This design comes from an exercise in tuning for small area on the open sky130 flow, not from production work.
RTL that was checked went through simulation tests only; none was proved equivalent to the original.
Power and IR drop assume default switching activity. The flow treats the clock pin as an ideal source, which a real chip does not have.

== oak ==
==> flow/design.v <==
`default_nettype none
package apb_pkg;
  localparam int WAIT_CNT_W = 4;
  typedef enum logic [1:0] {
    MST_IDLE   = 2'd0,
    MST_SETUP  = 2'd1,
    MST_ACCESS = 2'd2
  } apb_mst_state_t;
  typedef enum logic [0:0] {
    IDLE   = 1'b0,
    ACCESS = 1'b1
  } apb_slv_state_t;
endpackage
`default_nettype wire
`default_nettype none
module apb_mem_array #(
  parameter int DATA_WIDTH = 32,
  parameter int RINGS      = 12
) (
  input  logic                  clk,
  input  logic                  rst_n,
  input  logic                  we,
  input  logic [3:0]            wring,
  input  logic [1:0]            wslot,
  input  logic [DATA_WIDTH-1:0] wdata,    
  input  logic                  rvalid,
  input  logic [3:0]            rring,
  input  logic [1:0]            rslot,
  output logic [DATA_WIDTH-1:0] rdata
);
  localparam int W = DATA_WIDTH;
  logic [RINGS*W-1:0] p0, p1, p2, p3;
  logic [2:0]         t8;          
  logic [1:0]         u;           
  logic [1:0]         u_in;        
  logic [2:0]         t8_in;       
  logic               pol;         
  logic               pol_in;      
  logic [1:0]         clr_cnt;
  logic               clear;       
  logic               pend;
  logic [3:0]         pend_ring;
  logic [1:0]         pend_slot;
  logic [W-1:0]       wbuf;
  logic               now_ok;      
  logic               pend_go;     
  logic [RINGS-1:0]   ins;
  logic [W-1:0]       ins_data;
  assign t8_in    = rst_n ? t8 - 3'd1 : 3'd0;
  assign u        = t8[1:0];
  assign u_in     = t8_in[1:0];
  assign pol      = t8[2];
  assign pol_in   = t8_in[2];
  assign clear    = !rst_n || (clr_cnt != 2'd0);
  assign now_ok   = (wslot == u_in);
  assign pend_go  = pend && (pend_slot == u_in);
  assign ins_data = (clear ? '0 : wbuf) ^ {W{pol_in}};
  always_comb begin
    for (int r = 0; r < RINGS; r++) begin
      ins[r] = clear ||
               (we   && now_ok && (wring == 4'(r))) ||
               (pend_go && (pend_ring == 4'(r)));
    end
  end
  always_ff @(posedge clk) begin
    for (int r = 0; r < RINGS; r++) begin
      p0[r*W +: W] <= ins[r] ? ins_data : ~p3[r*W +: W];
    end
    p1 <= p0;
    p2 <= p1;
    p3 <= p2;
  end
  always_ff @(posedge clk) begin
    t8 <= t8_in;
    if (!rst_n) begin
      clr_cnt <= 2'd3;
      pend    <= 1'b0;
    end else begin
      if (clr_cnt != 2'd0) clr_cnt <= clr_cnt - 2'd1;
      if (we && !now_ok) begin
        pend      <= 1'b1;
        pend_ring <= wring;
        pend_slot <= wslot;
      end else if (pend_go) begin
        pend <= 1'b0;
      end
    end
  end
  always_ff @(posedge clk) begin
    if (!pend || pend_go) wbuf <= wdata;
  end
  logic [W-1:0] tap;
  logic [W-1:0] rcap;
  logic [W-1:0] rout;
  logic         rd_hit;
  always_comb begin
    tap = '0;
    for (int r = 0; r < RINGS; r++) begin
      if (rring == 4'(r)) tap = tap | p0[r*W +: W];
    end
  end
  assign rd_hit = (rslot == u);
  assign rout = ({W{rvalid &&  rd_hit}} & (tap ^ {W{pol}})) |
                ({W{rvalid && !rd_hit}} & rcap);
  always_ff @(posedge clk) begin
    rcap <= rout;
  end
  assign rdata = rout;
endmodule
`default_nettype wire
`default_nettype none
module apb_slave_mem #(
  parameter int ADDR_WIDTH  = 16,
  parameter int DATA_WIDTH  = 32,
  parameter int MEM_DEPTH   = 64,
  parameter int RO_BASE     = 48,
  parameter int WAIT_STATES = 2
) (
  input  logic                  pclk,
  input  logic                  preset_n,
  input  logic                  psel,
  input  logic                  penable,
  input  logic                  pwrite,
  input  logic [ADDR_WIDTH-1:0] paddr,
  input  logic [DATA_WIDTH-1:0] pwdata,
  output logic [DATA_WIDTH-1:0] prdata,
  output logic                  pready,
  output logic                  pslverr
);
  logic [1:0] cnt;
  logic       setup;
  logic       in_rw;      
  logic       in_mem;     
  logic       addr_err;
  assign setup    = psel && !penable;
  assign in_mem   = ({1'b0, paddr} < (ADDR_WIDTH+1)'(MEM_DEPTH));
  assign in_rw    = ({1'b0, paddr} < (ADDR_WIDTH+1)'(RO_BASE));
  assign addr_err = pwrite ? !in_rw : !in_mem;
  assign pready  = preset_n && psel && penable && (cnt == 2'(WAIT_STATES + 1));
  assign pslverr = addr_err;
  always_ff @(posedge pclk) begin
    if (!preset_n || !psel) begin
      cnt <= 2'd0;
    end else if (!penable) begin
      cnt <= 2'd1;
    end else if (cnt == 2'(WAIT_STATES + 1)) begin
      cnt <= 2'd0;
    end else if (cnt != 2'd0) begin
      cnt <= cnt + 2'd1;
    end
  end
  apb_mem_array #(
    .DATA_WIDTH (DATA_WIDTH),
    .RINGS      (RO_BASE / 4)
  ) u_mem (
    .clk    (pclk),
    .rst_n  (preset_n),
    .we     (pready && pwrite && in_rw),
    .wring  (paddr[5:2]),
    .wslot  (paddr[1:0]),
    .wdata  (pwdata),
    .rvalid (in_rw),
    .rring  (paddr[5:2]),
    .rslot  (paddr[1:0]),
    .rdata  (prdata)
  );
endmodule
`default_nettype wire
Settings: LEC_CHECK=0, CAP_MARGIN=0, CORE_MARGIN=2, CORE_UTILIZATION=40, SLEW_MARGIN=0; clock period 5.0 ns.
standard.sh (not shown) runs the stock make flow with config.mk's settings and CLKGATE_MAP_FILE= SYNTH_SCRIPT=/design/flow/synth_recipe.tcl, a recipe that flattens the netlist after the stock synthesis.
==> flow/flow/run.sh <==
#!/bin/bash
# Own layout flow: the standard ORFS flow (standard.sh), with
#  - synthesis: synth_recipe.tcl unchanged except that the final abc mapping
#    uses an area-oriented script (flow/area.abc) instead of abc_speed.script;
#    registers, flattening and renaming are as in the standard synthesis;
#  - CTS without dummy loads;
#  - CTS, port buffer and repair settings from the variables below.
# Each tool's full output stays in orfs/logs/; make's output goes to make.log.
set -euo pipefail
W=$(pwd)
mkdir -p "$W/areasynth"
# synth.tcl with its abc call replaced by flow/abc_call.tcl
awk -v f="$W/flow/abc_call.tcl" '
  /^  log_cmd abc \{\*\}\$abc_args$/ { while ((getline l < f) > 0) print l; next }
  { print }' "$FLOW_HOME/scripts/synth.tcl" > "$W/areasynth/synth_core.tcl"
grep -q AREA_ABC_SCRIPT "$W/areasynth/synth_core.tcl"
sed "s|^source \$::env(SCRIPTS_DIR)/synth.tcl\$|source $W/areasynth/synth_core.tcl|" \
  "$W/synth_recipe.tcl" > "$W/areasynth/synth.tcl"
grep -q "areasynth/synth_core.tcl" "$W/areasynth/synth.tcl"
export AREA_ABC_SCRIPT="$W/flow/area.abc"

CTS="-sink_clustering_enable -repair_clock_nets -dont_use_dummy_load"
[[ -n "${MY_CTS_EXTRA:-}" ]] && CTS="$CTS $MY_CTS_EXTRA"
source "$W/flow/knobs.sh"

bash "$W/standard.sh" \
  SYNTH_SCRIPT="$W/areasynth/synth.tcl" \
  CTS_ARGS="$CTS $CTS_EXTRA" \
  "${EXTRA_VARS[@]}" \
  finish > "$W/make.log" 2>&1
==> flow/flow/abc_call.tcl <==
  # Area-oriented mapping: the same abc arguments without the speed script
  # and delay target, and this folder's area.abc script instead.
  set area_abc_args {}
  set skip 0
  foreach a $abc_args {
    if { $skip } { set skip 0; continue }
    if { $a eq "-script" || $a eq "-D" } { set skip 1; continue }
    lappend area_abc_args $a
  }
  log_cmd abc -script $::env(AREA_ABC_SCRIPT) {*}$area_abc_args
==> flow/flow/area.abc <==
strash; dch; amap; topo
==> flow/flow/knobs.sh <==
CTS_EXTRA="-sink_clustering_size 30 -sink_clustering_max_diameter 100"
EXTRA_VARS=(BUFFER_PORTS_ARGS="-buffer_cell sky130_fd_sc_hd__buf_1")
oak ran to completion and came out clean on the timing, DRC and antenna checks.
Modified inputs, pine compared to oak
diff --git a/flow/design.v b/flow/design.v
--- a/flow/design.v
+++ b/flow/design.v
@@ -31,12 +31,9 @@
   localparam int W = DATA_WIDTH;
   logic [RINGS*W-1:0] p0, p1, p2, p3;
-  logic [2:0]         t8;          
   logic [1:0]         u;           
   logic [1:0]         u_in;        
-  logic [2:0]         t8_in;       
-  logic               pol;         
-  logic               pol_in;      
   logic [1:0]         clr_cnt;
   logic               clear;       
+  logic [RINGS-1:0]   stale;       
   logic               pend;
   logic [3:0]         pend_ring;
@@ -47,13 +44,9 @@
   logic [RINGS-1:0]   ins;
   logic [W-1:0]       ins_data;
-  assign t8_in    = rst_n ? t8 - 3'd1 : 3'd0;
-  assign u        = t8[1:0];
-  assign u_in     = t8_in[1:0];
-  assign pol      = t8[2];
-  assign pol_in   = t8_in[2];
-  assign clear    = !rst_n || (clr_cnt != 2'd0);
+  assign u_in     = u - 2'd1;
+  assign clear    = (clr_cnt != 2'd0);
   assign now_ok   = (wslot == u_in);
   assign pend_go  = pend && (pend_slot == u_in);
-  assign ins_data = (clear ? '0 : wbuf) ^ {W{pol_in}};
+  assign ins_data = wbuf;
   always_comb begin
     for (int r = 0; r < RINGS; r++) begin
@@ -65,5 +58,5 @@
   always_ff @(posedge clk) begin
     for (int r = 0; r < RINGS; r++) begin
-      p0[r*W +: W] <= ins[r] ? ins_data : ~p3[r*W +: W];
+      p0[r*W +: W] <= ins[r] ? ins_data : p3[r*W +: W];
     end
     p1 <= p0;
@@ -72,10 +65,15 @@
   end
   always_ff @(posedge clk) begin
-    t8 <= t8_in;
     if (!rst_n) begin
+      u       <= 2'd3;
       clr_cnt <= 2'd3;
       pend    <= 1'b0;
+      stale   <= '1;
     end else begin
+      u <= u_in;
       if (clr_cnt != 2'd0) clr_cnt <= clr_cnt - 2'd1;
+      for (int r = 0; r < RINGS; r++) begin
+        if (ins[r] && u_in == 2'd3) stale[r] <= 1'b0;
+      end
       if (we && !now_ok) begin
         pend      <= 1'b1;
@@ -88,23 +86,25 @@
   end
   always_ff @(posedge clk) begin
-    if (!pend || pend_go) wbuf <= wdata;
+    if (!rst_n || clr_cnt[1]) wbuf <= '0;
+    else if (!pend || pend_go) wbuf <= wdata;
   end
   logic [W-1:0] tap;
   logic [W-1:0] rcap;
-  logic [W-1:0] rout;
   logic         rd_hit;
+  logic         hit_q;
+  logic         ok_q;
   always_comb begin
     tap = '0;
     for (int r = 0; r < RINGS; r++) begin
-      if (rring == 4'(r)) tap = tap | p0[r*W +: W];
+      if (rring == 4'(r) && !(rslot == 2'd3 && stale[r])) tap = tap | p0[r*W +: W];
     end
   end
   assign rd_hit = (rslot == u);
-  assign rout = ({W{rvalid &&  rd_hit}} & (tap ^ {W{pol}})) |
-                ({W{rvalid && !rd_hit}} & rcap);
   always_ff @(posedge clk) begin
-    rcap <= rout;
+    if (rd_hit) rcap <= tap;
+    hit_q <= (rslot == u_in);
+    ok_q  <= rvalid;
   end
-  assign rdata = rout;
+  assign rdata = ok_q ? (hit_q ? tap : rcap) : '0;
 endmodule
 `default_nettype wire
--- outcome ---
- pine did not stop at any stage, and its layout met the timing, DRC and antenna checks.
- Overall power after layout (lower): pine
- Looking at worst setup slack across pine and oak, the one that comes out lower is pine.
- From oak to pine the numbers moved as follows: filler-free cell count of the finished design shows an increase of 8.3%; met3 routing resource usage after global routing shows a reduction of 0.31 points; detail-routed net length per standard cell shows a reduction of about 23%.
- When pine is measured against oak, its share of total power consumed by net switching turns out 0.42 points lower.
- A capture point of the worst path of prdata[23] is what oak shows, while prdata[24] belongs to pine.
- Compared to oak, pine has wire length 16% lower.
- On worst slew slack as a fraction of its limit: pine sits above oak.
For oak, only the layout was checked, not whether the RTL still works.

========
Starts from the design.v that is shown in full above.
Settings: LEC_CHECK=0, CAP_MARGIN=0, CORE_MARGIN=2, CORE_UTILIZATION=40, SLEW_MARGIN=0; clock period 5.0 ns.
==> flow/flow/knobs.sh <==
CTS_EXTRA="-sink_clustering_size 20 -sink_clustering_max_diameter 60 -buf_list sky130_fd_sc_hd__clkbuf_8"
EXTRA_VARS=(BUFFER_PORTS_ARGS="-buffer_cell sky130_fd_sc_hd__buf_1")
Scripts as last shown in full above: flow/flow/run.sh, flow/flow/abc_call.tcl, flow/flow/area.abc
Change:
--- a/flow/design.v
+++ b/flow/design.v
@@ -27,58 +27,51 @@
   input  logic [3:0]            rring,
   input  logic [1:0]            rslot,
   output logic [DATA_WIDTH-1:0] rdata
 );
   localparam int W = DATA_WIDTH;
   logic [RINGS*W-1:0] p0, p1, p2, p3;
-  logic [2:0]         t8;          
   logic [1:0]         u;           
   logic [1:0]         u_in;        
-  logic [2:0]         t8_in;       
-  logic               pol;         
-  logic               pol_in;      
   logic [1:0]         clr_cnt;
   logic               clear;       
   logic               pend;
   logic [3:0]         pend_ring;
   logic [1:0]         pend_slot;
   logic [W-1:0]       wbuf;
   logic               now_ok;      
   logic               pend_go;     
   logic [RINGS-1:0]   ins;
   logic [W-1:0]       ins_data;
-  assign t8_in    = rst_n ? t8 - 3'd1 : 3'd0;
-  assign u        = t8[1:0];
-  assign u_in     = t8_in[1:0];
-  assign pol      = t8[2];
-  assign pol_in   = t8_in[2];
+  assign u_in     = u - 2'd1;
   assign clear    = !rst_n || (clr_cnt != 2'd0);
   assign now_ok   = (wslot == u_in);
   assign pend_go  = pend && (pend_slot == u_in);
-  assign ins_data = (clear ? '0 : wbuf) ^ {W{pol_in}};
+  assign ins_data = clear ? '0 : wbuf;
   always_comb begin
     for (int r = 0; r < RINGS; r++) begin
       ins[r] = clear ||
                (we   && now_ok && (wring == 4'(r))) ||
                (pend_go && (pend_ring == 4'(r)));
     end
   end
   always_ff @(posedge clk) begin
     for (int r = 0; r < RINGS; r++) begin
-      p0[r*W +: W] <= ins[r] ? ins_data : ~p3[r*W +: W];
+      p0[r*W +: W] <= ins[r] ? ins_data : p3[r*W +: W];
     end
     p1 <= p0;
     p2 <= p1;
     p3 <= p2;
   end
   always_ff @(posedge clk) begin
-    t8 <= t8_in;
     if (!rst_n) begin
+      u       <= 2'd0;
       clr_cnt <= 2'd3;
       pend    <= 1'b0;
     end else begin
+      u <= u_in;
       if (clr_cnt != 2'd0) clr_cnt <= clr_cnt - 2'd1;
       if (we && !now_ok) begin
         pend      <= 1'b1;
         pend_ring <= wring;
         pend_slot <= wslot;
       end else if (pend_go) begin
@@ -97,13 +90,13 @@
     tap = '0;
     for (int r = 0; r < RINGS; r++) begin
       if (rring == 4'(r)) tap = tap | p0[r*W +: W];
     end
   end
   assign rd_hit = (rslot == u);
-  assign rout = ({W{rvalid &&  rd_hit}} & (tap ^ {W{pol}})) |
+  assign rout = ({W{rvalid &&  rd_hit}} & tap) |
                 ({W{rvalid && !rd_hit}} & rcap);
   always_ff @(posedge clk) begin
     rcap <= rout;
   end
   assign rdata = rout;
 endmodule
The changed run completed without violations.
Clock power increases by about 0.8%.
Synthesized cell count increases by 9.7%.
Routed wire length decreases by 17%.
Non-clock buffer count went down by 21.
Count of clock-buffer cells in the layout goes up by 4.
Area after synthesis rises by 0.76%.
For the first run of this note, only the layout was checked, not whether the RTL still works.

========
Setup of run P:
Another version of the RTL of apb_slave_mem (not shown whole).
Size: roughly 2,900 cells after synthesis, about 87 I/O pins.
==> module apb_mem_array, before the edit <==
module apb_mem_array #(
  parameter int DATA_WIDTH = 32,
  parameter int RINGS      = 12
) (
  input  logic                  clk,
  input  logic                  rst_n,
  input  logic                  we,
  input  logic [3:0]            wring,
  input  logic [1:0]            wslot,
  input  logic [DATA_WIDTH-1:0] wdata,    
  input  logic                  rvalid,
  input  logic [3:0]            rring,
  input  logic [1:0]            rslot,
  output logic [DATA_WIDTH-1:0] rdata
);
  localparam int W = DATA_WIDTH;
  logic [RINGS*W-1:0] p0, p1, p2, p3;
  logic [1:0]         u;           
  logic [1:0]         u_in;        
  logic [1:0]         clr_cnt;
  logic               clear;       
  logic               pend;
  logic [3:0]         pend_ring;
  logic [1:0]         pend_slot;
  logic [W-1:0]       wbuf;
  logic [W-1:0]       wsrc;        
  logic               wr_act;
  logic [3:0]         wr_ring;
  logic [1:0]         wr_slot;
  logic               wr_go;       
  logic [RINGS-1:0]   ins;
  logic [W-1:0]       ins_data;
  assign u_in     = u - 2'd1;
  assign clear    = !rst_n || (clr_cnt != 2'd0);
  assign wr_act   = pend || we;
  assign wr_ring  = pend ? pend_ring : wring;
  assign wr_slot  = pend ? pend_slot : wslot;
  assign wr_go    = wr_act && (wr_slot == u_in);
  assign wsrc     = pend ? wbuf : wdata;
  assign ins_data = clear ? '0 : wsrc;
  always_comb begin
    for (int r = 0; r < RINGS; r++) begin
      ins[r] = clear || (wr_go && (wr_ring == 4'(r)));
    end
  end
  always_ff @(posedge clk) begin
    for (int r = 0; r < RINGS; r++) begin
      p0[r*W +: W] <= ins[r] ? ins_data : p3[r*W +: W];
    end
    p1 <= p0;
    p2 <= p1;
    p3 <= p2;
  end
  always_ff @(posedge clk) begin
    if (!rst_n) begin
      u       <= 2'd0;
      clr_cnt <= 2'd3;
      pend    <= 1'b0;
    end else begin
      u <= u_in;
      if (clr_cnt != 2'd0) clr_cnt <= clr_cnt - 2'd1;
      pend <= wr_act && !wr_go;
    end
    pend_ring <= wr_ring;
    pend_slot <= wr_slot;
  end
  always_ff @(posedge clk) begin
    wbuf <= wsrc;
  end
  logic [W-1:0] tap;
  logic [W-1:0] rcap;
  logic [W-1:0] rout;
  logic         rd_hit;
  always_comb begin
    tap = '0;
    for (int r = 0; r < RINGS; r++) begin
      if (rring == 4'(r)) tap = tap | p0[r*W +: W];
    end
  end
  assign rd_hit = (rslot == u);
  assign rout = ({W{rvalid &&  rd_hit}} & tap) |
                ({W{rvalid && !rd_hit}} & rcap);
  always_ff @(posedge clk) begin
    rcap <= rout;
  end
  assign rdata = rout;
endmodule
Settings: LEC_CHECK=0, CAP_MARGIN=0, CORE_MARGIN=2, CORE_UTILIZATION=40, SLEW_MARGIN=0; clock period 5.0 ns.
==> flow/flow/run.sh <==
#!/bin/bash
# Own layout flow: the standard ORFS flow (standard.sh), with
#  - synthesis: synth_recipe.tcl unchanged except that the final abc mapping
#    uses an area-oriented script instead of abc_speed.script; registers,
#    flattening and renaming are as in the standard synthesis. Each script
#    in flow/abc_scripts.txt is tried and the one giving the smallest
#    synthesized area is kept;
#  - CTS without dummy loads, and the CTS, port buffer and repair settings
#    in flow/knobs.sh.
# Each tool's full output stays in orfs/logs/ (the synthesis trials' logs in
# trials/); make's output goes to make.log and trials/N/make.log.
set -euo pipefail
W=$(pwd)
mkdir -p "$W/areasynth" "$W/trials"
# synth.tcl with its abc call replaced by flow/abc_call.tcl
awk -v f="$W/flow/abc_call.tcl" '
  /^  log_cmd abc \{\*\}\$abc_args$/ { while ((getline l < f) > 0) print l; next }
  { print }' "$FLOW_HOME/scripts/synth.tcl" > "$W/areasynth/synth_core.tcl"
grep -q AREA_ABC_SCRIPT "$W/areasynth/synth_core.tcl"
sed "s|^source \$::env(SCRIPTS_DIR)/synth.tcl\$|source $W/areasynth/synth_core.tcl|" \
  "$W/synth_recipe.tcl" > "$W/areasynth/synth.tcl"
grep -q "areasynth/synth_core.tcl" "$W/areasynth/synth.tcl"

CTS="-sink_clustering_enable -repair_clock_nets -dont_use_dummy_load"
source "$W/flow/knobs.sh"
REPORTS="$W/orfs/reports/$FLOW_PLATFORM/apb_slave_mem/base"

run_std() {
  bash "$W/standard.sh" \
    SYNTH_SCRIPT="$W/areasynth/synth.tcl" \
    CTS_ARGS="$CTS $CTS_EXTRA" \
    "${EXTRA_VARS[@]}" \
    "$@"
}

# Synthesis trials: one per abc script.
best=""
best_area=""
n=0
while IFS= read -r script; do
  [[ -z "$script" ]] && continue
  n=$((n + 1))
  mkdir -p "$W/trials/$n"
  printf '%s\n' "$script" > "$W/trials/$n/area.abc"
  rm -rf "$W/orfs"
  export AREA_ABC_SCRIPT="$W/trials/$n/area.abc"
  if run_std synth > "$W/trials/$n/make.log" 2>&1; then
    area=$(awk '/Chip area for module/ {a=$NF} END {print a}' "$REPORTS/synth_stat.txt")
    cp "$REPORTS/synth_stat.txt" "$W/trials/$n/"
    echo "trial $n: area $area: $script" >> "$W/trials/summary.txt"
    if [[ -n "$area" ]] && { [[ -z "$best_area" ]] || awk -v a="$area" -v b="$best_area" 'BEGIN {exit !(a < b)}'; }; then
      best=$n
      best_area=$area
    fi
  else
    echo "trial $n: failed: $script" >> "$W/trials/summary.txt"
  fi
done < "$W/flow/abc_scripts.txt"
[[ -n "$best" ]]
echo "kept trial $best ($best_area)" >> "$W/trials/summary.txt"

# The layout, with the kept script.
rm -rf "$W/orfs"
export AREA_ABC_SCRIPT="$W/trials/$best/area.abc"
run_std finish > "$W/make.log" 2>&1
Scripts as last shown in full above: flow/flow/abc_call.tcl
Other scripts of this flow, unchanged in this note and not shown: flow/flow/abc_scripts.txt, flow/flow/knobs.sh
Looking at the reports, run P completed the entire flow and the layout it produced met the timing, DRC and antenna checks.
Input-level comparison between run E and run P:
-- flow/design.v --
<<< run P, line 31
  localparam int W = DATA_WIDTH;
  logic [RINGS*W-1:0] p0, p1, p2, p3;
  logic [1:0]         u;           
  logic [1:0]         u_in;        
  logic [1:0]         clr_cnt;
  logic               clear;       
>>> run E, line 31
  localparam int W = DATA_WIDTH;
  logic [RINGS*W-1:0] p0, p1, p2, p3;
  logic [2:0]         t8;          
  logic [2:0]         t8_in;       
  logic [1:0]         u;           
  logic [1:0]         u_in;        
  logic               pol;         
  logic               pol_in;      
  logic [1:0]         clr_cnt;
  logic               clear;       
<<< run P, line 46
  logic [RINGS-1:0]   ins;
  logic [W-1:0]       ins_data;
  assign u_in     = u - 2'd1;
  assign clear    = !rst_n || (clr_cnt != 2'd0);
  assign wr_act   = pend || we;
>>> run E, line 50
  logic [RINGS-1:0]   ins;
  logic [W-1:0]       ins_data;
  assign t8_in    = rst_n ? t8 - 3'd1 : 3'd0;
  assign u        = t8[1:0];
  assign u_in     = t8_in[1:0];
  assign pol      = t8[2];
  assign pol_in   = t8_in[2];
  assign clear    = !rst_n || (clr_cnt != 2'd0);
  assign wr_act   = pend || we;
<<< run P, line 53
  assign wr_go    = wr_act && (wr_slot == u_in);
  assign wsrc     = pend ? wbuf : wdata;
  assign ins_data = clear ? '0 : wsrc;
  always_comb begin
    for (int r = 0; r < RINGS; r++) begin
>>> run E, line 61
  assign wr_go    = wr_act && (wr_slot == u_in);
  assign wsrc     = pend ? wbuf : wdata;
  assign ins_data = (clear ? '0 : wsrc) ^ {W{pol_in}};
  always_comb begin
    for (int r = 0; r < RINGS; r++) begin
<<< run P, line 61
  always_ff @(posedge clk) begin
    for (int r = 0; r < RINGS; r++) begin
      p0[r*W +: W] <= ins[r] ? ins_data : p3[r*W +: W];
    end
    p1 <= p0;
>>> run E, line 69
  always_ff @(posedge clk) begin
    for (int r = 0; r < RINGS; r++) begin
      p0[r*W +: W] <= ins[r] ? ins_data : ~p3[r*W +: W];
    end
    p1 <= p0;
<<< run P, line 68
  end
  always_ff @(posedge clk) begin
    if (!rst_n) begin
      u       <= 2'd0;
      clr_cnt <= 2'd3;
      pend    <= 1'b0;
    end else begin
      u <= u_in;
      if (clr_cnt != 2'd0) clr_cnt <= clr_cnt - 2'd1;
      pend <= wr_act && !wr_go;
>>> run E, line 76
  end
  always_ff @(posedge clk) begin
    t8 <= t8_in;
    if (!rst_n) begin
      clr_cnt <= 2'd3;
      pend    <= 1'b0;
    end else begin
      if (clr_cnt != 2'd0) clr_cnt <= clr_cnt - 2'd1;
      pend <= wr_act && !wr_go;
<<< run P, line 94
  end
  assign rd_hit = (rslot == u);
  assign rout = ({W{rvalid &&  rd_hit}} & tap) |
                ({W{rvalid && !rd_hit}} & rcap);
  always_ff @(posedge clk) begin
>>> run E, line 101
  end
  assign rd_hit = (rslot == u);
  assign rout = ({W{rvalid &&  rd_hit}} & (tap ^ {W{pol}})) |
                ({W{rvalid && !rd_hit}} & rcap);
  always_ff @(posedge clk) begin
### Flow results
Each of the runs, namely run P and run E, reached the end of the flow and came out clean.
Post-route cell area: run E vs run P down 320 um2
Run E against run P: number of antenna violations at the first check in global routing up 1; insertion delay of the later-clocked pin in the worst-skew pair flat; share of total power in combinational logic up 3.5 points; worst hold margin up 0.032 ns.
Sort run P and run E by via count asc -> top: run P
Per the comparison of run E with run P, instance area after placement has decreased; upper clock frequency limit lost 1.6%.

[static timing again, ports no longer ideal]
How much do the figures lean on ideal ports? The routed layouts below were timed once more, with nothing changed but the port constraints. Step 1 assumes that a clkbuf_16 drives the clock port and a buf_2 every other input. Step 2 moves the port delays by t, midway between the first and last clock arrival at a register: inputs arrive t later, outputs are due t later. That takes back most of the time a late clock gives input paths. a / b / c = ideal ports / drivers / drivers and shift; a / b = the first two.
run	shift t [ns]	setup slack, ns	worst setup path at the end	worst data-port slew with drivers (ns)
oak	0.712	0.207 / 0.186 / 0.186	input to output	0.06
pine	0.685	0.204 / 0.182 / 0.182	input to output	0.04
the first run of note 2	0.774	0.211 / 0.189 / 0.189	input to output	0.06
the second run of note 2	0.784	0.252 / 0.226 / 0.226	input to output	0.07
run P	0.766	0.288 / 0.189 / 0.189	input to output	0.12
run E	0.780	0.211 / 0.119 / 0.119	input to output	0.09
After both steps every run listed still meets setup and hold. The setup slack of run P, which loses most, moves by -0.099 ns with the drivers and by -0.099 ns with both steps.
